From an optimization exercise on the open Yosys and OpenROAD flow, aimed at small area, a short achievable clock period and few clock cycles per item; shortcuts taken in it are not production practice.
Function was not checked in any run shown here: the RTL went through the layout flow alone.

## flow/design.v (module list and top-level ports; edited modules follow where they fit)
// module vm_sm: 3 lines
// module vm_smn: 3 lines
// module vm_fa: 4 lines
// module vm_ha: 4 lines
// module vm_ha1: 4 lines
// module vm_inv: 3 lines
// module vm_x: 3 lines
// module vm_xn: 3 lines
// module vm_nand: 3 lines
// module vm_nor: 3 lines
// module vm_sel: 3 lines
// module vm_sel0: 3 lines
// module vm_aoi: 3 lines
// module vm_oai: 3 lines
// module vedic_mult_pipe: 5061 lines
module vedic_mult_pipe #(
    parameter int WIDTH = 32
) (
    input  logic              clk,
    input  logic              rst_n,
    input  logic              in_valid,
    output logic              in_ready,
    input  logic [WIDTH-1:0]  in_a,
    input  logic [WIDTH-1:0]  in_b,
    input  logic              in_signed,
    output logic              out_valid,
    input  logic              out_ready,
    output logic [2*WIDTH-1:0] out_p,
    output logic              busy
);
  // ...
==> flow/flow/run.sh <==
#!/bin/bash
# The standard layout (standard.sh), with two changes to how it is made:
# ports are buffered with buf_2, and ORFS's repair_timing aims for setup slack
# well above zero (it repairs against the 11 ns clock the SDC gives).
export BUFFER_PORTS_ARGS="-buffer_cell sky130_fd_sc_hd__buf_2"
export SETUP_SLACK_MARGIN=7.4
bash standard.sh > standard.log 2>&1
==> flow/standard.sh <==
#!/bin/bash
# synth_recipe.tcl (not shown) runs the flow's synth.tcl, then flattens the netlist and writes it again
# the make line also repeats each setting of config.mk as NAME=value (left out here)
make -C /OpenROAD-flow-scripts/flow DESIGN_CONFIG=/design/flow/config.mk WORK_HOME=/design/flow/orfs CLKGATE_MAP_FILE= SYNTH_SCRIPT=/design/flow/synth_recipe.tcl "${@:-finish}"
==> flow/config.mk <==
export PLATFORM = sky130hd
export DESIGN_NAME = vedic_mult_pipe
export DESIGN_NICKNAME = vedic_mult_pipe
export VERILOG_FILES = /design/flow/design.v
export SDC_FILE = /design/flow/constraint.sdc
export NUM_CORES = 4
export LEC_CHECK = 0
export CAP_MARGIN = 20
export CORE_MARGIN = 2
export CORE_UTILIZATION = 45
export PLACE_DENSITY = 0.6
export SLEW_MARGIN = 20
export SYNTH_HIERARCHICAL = 1
export TNS_END_PERCENT = 0
==> flow/constraint.sdc <==
create_clock -name core_clock -period 11.0 [get_ports {clk}]
set_input_delay 2.2000 -clock core_clock [delete_from_list [all_inputs] [get_ports {clk}]]
set_output_delay 2.2000 -clock core_clock [all_outputs]
set_load 0.01 [all_outputs]
==> results.ini, run 1 <==
[sta]
period_minus_slack_ns = 3.86
max_freq_mhz = 259

[clocking]
cts_made_buffers = 43
clockBufferDepth = 3
cts_setup_buffers = 27

[worst_setup_path]
crit_slowest_cell = fa_1
end_kind = flip-flop
r2r_start = a0n[31]$_DFFE_PN_
cp_num_buf_inv = 1
cp-startpoint = a0n[31]$_DFFE_PN_
arrival_ns = 4.17

[synth]
synth_edf_count = 349
ys_top_cells_by_count = 610 x xor2_1, 528 x o22ai_1, 472 x fa_1
syn_area_per_cell_um2 = 11.7
synth_top_flop_cell = edfxtp_1
synth_xor_xnor_area_share = 0.176

[route]
drtIter0Drc = 3240
vias_per_cell = 6.37

[die]
die_area_um2 = 77100
die_h_um = 278
coreArea_um2 = 74300
chipWidth_um = 278

[grt]
gr-usage-all-layers = 0.314
grt_pass1_vias = 28200
grt_use_met1 = 0.397

[cells_and_area]
buf_share = 0.0759
fillerInstances = 6331
top_regs = cs1 x139, pk x64, po x64
area_growth_pct = 19.2
signal_buffers = 275
final_nets = 3805
fin_util = 0.541
clock_buffers = 47
layout_common_cells = 594 x xor2_1, 478 x o22ai_1, 369 x fa_1, 349 x edfxtp_1, 182 x nor2_1
inverters_excl_clock = 140

[placement]
gp_congestion = 0.960
place_ws_ns = 6.95

[outcome]
outcome = no timing/DRC/antenna violations

==> inputs of run 2 (changes only) <==
==> flow/run.sh (new file) <==
#!/bin/bash
# synth_recipe.tcl (not shown) runs the flow's synth.tcl, then flattens the netlist and writes it again
# the make line also repeats each setting of config.mk as NAME=value (left out here)
make -C /OpenROAD-flow-scripts/flow DESIGN_CONFIG=/design/flow/config.mk WORK_HOME=/design/flow/orfs CLKGATE_MAP_FILE= SYNTH_SCRIPT=/design/flow/synth_recipe.tcl finish
--- a/flow/config.mk
+++ b/flow/config.mk
@@ -11,4 +11,3 @@
 export PLACE_DENSITY = 0.6
 export SLEW_MARGIN = 20
 export SYNTH_HIERARCHICAL = 1
-export TNS_END_PERCENT = 0
removed: flow/flow/run.sh
removed: flow/standard.sh
==> run 2 against run 1 <==
  * Still clean on timing, DRC and antenna
  * Highest routed layer unchanged
  * Largest cell class unchanged
  * Register-to-register slack got worse by 0.30 ns
  * Final area decreased by 4.3%
  * Critical endpoint is now cs1[54]$_DFFE_PN_
  * Cell count down 1.3%
  * Hold slack improved by 0.011 ns
  * Die area stayed put
==> results.ini, run 2 <==
[outcome]
outcome = no timing/DRC/antenna violations  ; unchanged

[cells_and_area]
fillerInstances = 6533  ; was 6331
fin_cells = 4160  ; was 4214
layout_common_cells = 610 x xor2_1, 528 x o22ai_1, 472 x fa_1, 349 x edfxtp_1, 182 x nor2_1  ; was 594 x xor2_1, 478 x o22ai_1, 369 x fa_1, 349 x edfxtp_1, 182 x nor2_1
regMostFlops = cs1  ; unchanged
final_nets = 3751  ; was 3805
diodes = 0  ; was 1
largest_register_ffs = 139  ; unchanged
final_common_cell = xor2_1  ; unchanged
top_regs = cs1 x139, pk x64, po x64  ; unchanged
area_growth_pct = 14.1  ; was 19.2%
layout-drive-gt1-share = 0.0758  ; was 0.186

[worst_setup_path]
slowest_delay_ns = 0.56  ; was 0.61 ns
worstSetupStartpointType = flip-flop  ; unchanged
arrival_ns = 4.44  ; was 4.17 ns
critPathKind = reg -> reg  ; unchanged
crit_chain = buf_4 -> o22ai_1 -> xor2_1 -> fa_1 -> fa_1 -> fa_1 -> fa_1 -> fa_1  ; was buf_8 -> o22ai_2 -> xor2_1 -> fa_1 -> fa_1 -> fa_2 -> fa_1 -> fa_1
r2r_start = a0n[10]$_DFFE_PN_  ; was a0n[31]$_DFFE_PN_
path_max_fanout = 33  ; unchanged
worstPathRequired_ns = 11.29  ; was 11.31 ns
cp-startpoint = a0n[10]$_DFFE_PN_  ; was a0n[31]$_DFFE_PN_
end_kind = flip-flop  ; unchanged
worst_path_dominant_cell_family = adder cells  ; unchanged
cp_num_buf_inv = 1  ; unchanged
crit_slowest_cell = fa_1  ; unchanged
crit_path_frequent_cell = fa_1  ; unchanged

[clocking]
cts_hold_buf = 0  ; unchanged
clock-root-buffer = clkbuf_16  ; unchanged
cts.sinks = 355  ; unchanged
clockBufferDepth = 3  ; unchanged
clk_pin_slew_ns = 0.06  ; about the same
cts_tree = built  ; unchanged
htree_num_levels = 2  ; unchanged
cts.repair.resized = 0  ; was 286
clkLatencyLatePin_ns = 0.60  ; was 0.62 ns
cts_setup_buffers = 0  ; was 27
cts_made_buffers = 43  ; unchanged

[synth]
synth_cell_type_count = 23  ; unchanged
ys_top_cells_by_count = 610 x xor2_1, 528 x o22ai_1, 472 x fa_1  ; unchanged
synth_top_flop_cell = edfxtp_1  ; unchanged
yosysMostFrequentCell = xor2_1  ; unchanged
synthArstFlopShare = 0.0169  ; unchanged
yosys_register_bits = 355  ; unchanged
synth_edf_count = 349  ; unchanged
synth_warnings = 7  ; unchanged
seq_area_frac_synth = 0.315  ; unchanged
yosys-top-cells-area = edfxtp_1 31%, fa_1 28%, xor2_1 16%, o22ai_1 9.8%, o21ai_1 2.5%  ; unchanged
yosysTopAreaCell = edfxtp_1  ; unchanged
syn_area_per_cell_um2 = 11.7  ; unchanged
synth_cells = 2877  ; unchanged
syn_area_um2 = 33700  ; unchanged
yosysTopAreaCellShare = 0.311  ; unchanged

[sta]
tightest_slew_ns = 0.956  ; was 0.988 ns
finClkSkew_ns = 0.0324  ; was 0.0405 ns
period_minus_slack_ns = 4.16  ; was 3.86 ns
max_freq_mhz = 241  ; was 259 MHz
min_period_over_period = 0.378  ; was 0.351
rsz0062_at_grt = no  ; was yes
drv_slew = 0  ; unchanged
hold_viol_final = 0  ; unchanged
setup-tns-final_ns = 0  ; unchanged
setup_slack_ns = 6.84  ; was 7.14 ns
finalSetupViolCount = 0  ; unchanged
slew_headroom = 0.363  ; was 0.342

[placement]
place_inst = 4080  ; was 4081
gp_congestion = 0.947  ; was 0.960
hpwl_mm = 72.6  ; was 71.8 mm
portBuffers = 135  ; unchanged
place_ws_ns = 6.95  ; about the same

[grt]
gr-usage-all-layers = 0.297  ; was 0.314
antenna_found_initial = 4  ; was 7
grt_pass1_wl_mm = 172  ; was 180 mm
globalRouteOverflowTotal = 0  ; unchanged
grt_max_degree = 117  ; was 92
grt_pass1_vias = 27600  ; was 28200

[die]
die_area_um2 = 77100  ; unchanged
die_h_um = 278  ; unchanged
start_util = 0.454  ; unchanged
rows = 100  ; unchanged
chipWidth_um = 278  ; unchanged
coreArea_um2 = 74300  ; unchanged
io_pins = 136  ; unchanged

[route]
first_pass_iters = 6  ; was 7
antenna_left = 0  ; unchanged
wire_per_inst_um = 27.7  ; was 29.0 µm
vias = 26200  ; was 26900
drc_errors = 0  ; unchanged
vias_per_cell = 6.31  ; was 6.37
wirelength_mm = 115  ; was 122 mm
drtIter0Drc = 3003  ; was 3240

[hold_path]
min_from = v0$_DFF_PN0_  ; was v1$_DFF_PN0_
hp-class = reg -> reg  ; unchanged

[run]
maxCapViolCount = 0  ; unchanged

run 2: per-stage QoR:
step | utilization | cell area [µm²] | hold slack (ns)
after floorplan | - | 33800 | 0.462
after global placement | 0.498 | 37000 | 0.473
after detailed placement | 0.498 | 37000 | 0.492
after CTS | 0.517 | 38500 | 0.504
after global routing | 0.517 | 38500 | 0.526
final | 0.517 | 38500 | 0.513
run 2: final timing paths:
check	depth (start not counted)	to	slack, ns
max reg2reg	8	cs1[54]$_DFFE_PN_	6.84
max	8	cs1[54]$_DFFE_PN_	6.84
min in group asynchronous	1	busy_q$_DFF_PN0_	1.86
min reg2reg	1	busy_q$_DFF_PN0_	0.51
max in group asynchronous	1	vk$_DFF_PN0_	8.90
min	1	busy_q$_DFF_PN0_	0.51
run 2: metal layers:
metal  part of all wire  global-route usage  vias to the layer above
met2               0.44               0.456                     1865
met4              0.046               0.132                        4
li1                   -                   -                    10900
met3               0.12              0.0825                      427
met1               0.39               0.395                    13000
met5            0.00018                   0                        -
run 2: Yosys stat by module, one instance, submodules excluded:
module,cells,copies in the design
vm_inv,1,42
vedic_mult_pipe,464,1
vm_nor,1,120
vm_sel,1,528
vm_nand,1,111
vm_aoi,1,83
vm_sm,3,36
vm_fa,1,472
vm_x,1,583
vm_oai,1,103
vm_xn,1,16
vm_smn,3,27
vm_ha1,5,16
vm_ha,1,38
vm_sel0,1,48
run 2: kinds of logic after synthesis:
kind of cell,Yosys count,synth area share
AO/OA/AOI/OAI,793,0.147
XOR/XNOR,677,0.176
adder cells (fa/ha/maj),526,0.300
AND/OR/NAND/NOR,383,0.0454
flip-flops,355,0.315
buffers and inverters,140,0.0156
multiplexers,2,0.000668
other,1,0.000111
run 2: area by class of cell:
| class | instances | area [µm²] | share of cell area |
|---|---|---|---|
| clock buffer | 56 | 1180 | 0.0306 |
| clock inverter | 24 | 299 | 0.00778 |
| inverter | 140 | 533 | 0.0139 |
| multi-input combinational | 2395 | 22600 | 0.588 |
| sequential | 355 | 10600 | 0.276 |
| tap | 969 | 1210 | 0.0315 |
| timing repair buffer | 221 | 2000 | 0.0519 |

[separate check: timing with driven ports]
The results above use ideal ports. As a check the final layouts listed here were re-extracted and re-timed, cells and wires unchanged. Step 1, drivers: a clkbuf_16 drives clk and a buf_2 each remaining input, both assumed. Step 2 moves the port delays by t, midway between the first and last clock arrival at a register: inputs arrive t later, outputs are due t later. That takes back most of the time a late clock gives input paths. Slacks: no drivers / after step 1 / after step 2; pairs: no drivers / after step 1.
| run | t, ns | setup slack, ns | worst data-port slew with drivers (ns) | cell pins on the clock port's net |
|---|---|---|---|---|
| run 1 | 0.661 | 7.141 / 7.141 / 7.141 | 0.04 | 1 |
| run 2 | 0.647 | 6.843 / 6.843 / 6.843 | 0.04 | 1 |
After both steps setup and hold are still met in every run listed.
